What follows belongs to an exercise in optimizing a design on an open flow for small area, a short achievable clock period and few clock cycles per item; a production flow would make more cautious choices.
Only simulation tests tie the RTL to the original design; equivalence was not proved.
Power and IR drop assume default switching activity.

Setup of v4:
Design sic_receiver_candidate_table, start of the top module:
module sic_receiver_candidate_table #(
	parameter int MAX_SIGNALS = sic_pkg::MaxSignals
) (
	input  logic clk,
	input  logic arst_n,
	input  logic in_valid,
	output logic in_stall,
	input  logic [1:0] op,
	input  logic [15:0] signal_id,
	input  logic [47:0] signal_power,
	input  logic [7:0] signal_channel,
	input  logic [19:0] signal_period,
	input  logic [7:0] signal_modulation,
	input  logic [47:0] end_time,
	input  logic [47:0] now,
	input  logic [47:0] noise_power,
	output logic out_valid,
	input  logic out_stall,
	output logic [3:0] status,
	output logic [3:0] stored_count,
	input  logic cfg_valid,
	output logic cfg_ready,
	input  logic [2:0] cfg_index,
	input  logic [47:0] cfg_data
);
Settings: LEC_CHECK=0, CAP_MARGIN=20, CORE_MARGIN=2, CORE_UTILIZATION=40, SLEW_MARGIN=20; clock period 12.0 ns.
standard.sh (not shown) runs the stock make flow with config.mk's settings and CLKGATE_MAP_FILE= SYNTH_SCRIPT=/design/flow/synth_recipe.tcl, a recipe that flattens the netlist after the stock synthesis.
==> flow/flow/run.sh <==
#!/bin/bash
cp standard.sh standard.sh.txt
export SETUP_SLACK_MARGIN=8
bash standard.sh > standard.log 2>&1
Testbench counts of v4, summed over its fixed seeds: cycles 5,537, items 4,800.
## Diff of input files: v14 against v4
--- a/flow/design.v
+++ b/flow/design.v
@@ -103,15 +103,15 @@
 	logic [N-1:0] held;              
 	logic [N-1:0] w_q;               
 	logic [PW-1:0] enoise_q;         
 	logic [N-1:0] wm_q;              
 	logic [QW-1:0] eidx_q;           
 	logic efirst_q;                  
 	logic t_v, t_m, t_last, t_first;
-	logic [N-1:0] t_sel, t_sel2;
+	logic [N-1:0] t_sel;
 	logic [PW-1:0] t_noise;
 	logic [QW-1:0] t_idx;
 	logic [SW-1:0] racc_q;           
 	logic a_v, a_m, a_last, a_first;
 	logic [PW-1:0] a_p;
 	logic [SW-1:0] a_r;
 	logic [QW-1:0] a_idx;
@@ -252,36 +252,19 @@
 	end
 	assign eng_free = ((w_q & (w_q - N'(1))) == '0);
 	logic [N-1:0] tail;
 	always_comb begin
 		for (int i = 0; i < N; i++)
 			tail[i] = w_q[i] & ~|(w_q & ahd[i*N +: N]);
 	end
-	logic [N-1:0] behind, w2, tail2, pick2;
-	always_comb begin
-		for (int j = 0; j < N; j++) begin
-			behind[j] = 1'b0;
-			for (int i = 0; i < N; i++) behind[j] = behind[j] | (wm_q[i] & w_q[i] & ahd[i*N + j]);
-		end
-	end
-	assign w2 = w_q & ~tail;
-	always_comb begin
-		for (int i = 0; i < N; i++)
-			tail2[i] = w2[i] & ~|(w2 & ahd[i*N +: N]);
-	end
-	assign pick2 = ((tail2 & behind) != '0) ? tail2 : '0;
-	logic [PW-1:0] pick_pw, pick_pw2;
+	logic [PW-1:0] pick_pw;
 	logic [SW-1:0] r_pick;
 	always_comb begin
 		pick_pw = '0;
-		pick_pw2 = '0;
-		for (int i = 0; i < N; i++) begin
-			pick_pw = pick_pw | (s_pw[i] & {PW{t_sel[i]}});
-			pick_pw2 = pick_pw2 | (s_pw[i] & {PW{t_sel2[i]}});
-		end
+		for (int i = 0; i < N; i++) pick_pw = pick_pw | (s_pw[i] & {PW{t_sel[i]}});
 	end
 	assign r_pick = t_first ? SW'(t_noise) : racc_q;
 	logic [CW-1:0] csa_r0, csa_r1, csa_r2;
 	logic [CW-1:0] pp [17];
 	for (genvar j = 0; j < 16; j++) begin : g_pp
 		assign pp[j] = thr_q[j] ? (CW'(a_r) << j) : '0;
 	end
@@ -362,15 +345,15 @@
 		else if (is_arr && arr_ok) valid_n = valid_q | free1;
 		else valid_n = valid_q;
 		b_vld_n = b_vld;
 		if (load_buf) b_vld_n[b_rd] = 1'b0;
 		if (dec_walk && !load_in) b_vld_n[b_wr] = 1'b1;
 		if (load_in) w_n = dec_walk ? live : '0;
 		else if (load_buf) w_n = b_mask[b_rd];
-		else w_n = w_q & ~tail & ~pick2;
+		else w_n = w_q & ~tail;
 		bmask0_n = (!b_vld[0] && !b_wr) ? live : b_mask[0];
 		bmask1_n = (!b_vld[1] && b_wr) ? live : b_mask[1];
 		held_n = w_n | (b_vld_n[0] ? bmask0_n : '0) | (b_vld_n[1] ? bmask1_n : '0);
 		wr_n = ~valid_n & ~held_n;
 	end
 	assign q_occ_n = q_occ + (QW+1)'(acc) - (QW+1)'(take);
 	always_ff @(posedge clk or negedge arst_n) begin
@@ -408,21 +391,20 @@
 			enoise_q <= r0_a; wm_q <= lmatch; eidx_q <= q_tail; efirst_q <= 1'b1;
 		end else if (load_buf) begin
 			enoise_q <= b_noise[b_rd]; wm_q <= b_match[b_rd]; eidx_q <= b_idx[b_rd]; efirst_q <= 1'b1;
 		end else if (w_q != '0) begin
 			efirst_q <= 1'b0;
 		end
 		t_sel <= tail;
-		t_sel2 <= pick2;
 		t_noise <= enoise_q;
 		t_m <= |(tail & wm_q);
-		t_last <= ((w_q & ~tail & ~pick2) == '0);
+		t_last <= ((w_q & ~tail) == '0);
 		t_first <= efirst_q;
 		t_idx <= eidx_q;
-		if (t_v) racc_q <= r_pick + SW'(pick_pw) + SW'(pick_pw2);
+		if (t_v) racc_q <= r_pick + SW'(pick_pw);
 		a_p <= pick_pw;
 		a_r <= r_pick;
 		a_m <= t_m;
 		a_last <= t_last;
 		a_first <= t_first;
 		a_idx <= t_idx;
 		b2_r0 <= csa_r0;
--- outcome ---
Between v4 and v14, the worst-path maximum fanout is higher for v4. There was hardly any difference in core utilization between v4 and v14. Looking at synthesized cell count, v14 sits below v4. Comparing v4 and v14, the lower area growth from synthesis to layout was measured on v4. v14 against v4: share of total power in combinational logic -11 points, via count -6.6%, global-route met3 utilization -1.8 points, first-pass GRT wire length -about 9%, quantity of gates resized following cts -57. v4 ended up with reg2reg as its kind of critical path; v14 ended up with in2reg. v14: area enclosed by the die boundary about 3% below v4.
Testbench counts of v14, summed over its fixed seeds: cycles 5,901, items 4,800.

-- afterwards: timing with drivers on the ports --
In the flow no input, the clock included, has a driving cell. The finished layouts below were timed again as built, in two steps. Step 1, drivers: a clkbuf_16 drives clk and a buf_2 each remaining input, both assumed. Step 2 times the ports against the registers' clock, not the clock port: input delays grow and output delays shrink by t, the midpoint of the rising clock arrivals with the driver on. a / b / c = ideal / step 1 / step 2; a / b = the first two.
| run | t, ns | setup WS [ns] | worst hold slack (ns) | worst setup path after step 2 | slew at the worst register clock pin (ns) |
|---|---|---|---|---|---|
| v4 | 1.010 | 7.315 / 7.315 / 6.701 | 0.320 / 0.320 / 0.320 | input to register | 0.07 / 0.07 |
| v14 | 0.955 | 7.892 / 7.887 / 6.932 | 0.325 / 0.325 / 0.325 | input to register | 0.07 / 0.07 |
After both steps setup and hold are still met in every run listed. The setup slack of v14, which loses most, moves by -0.005 ns with the drivers and by -0.960 ns with both steps.
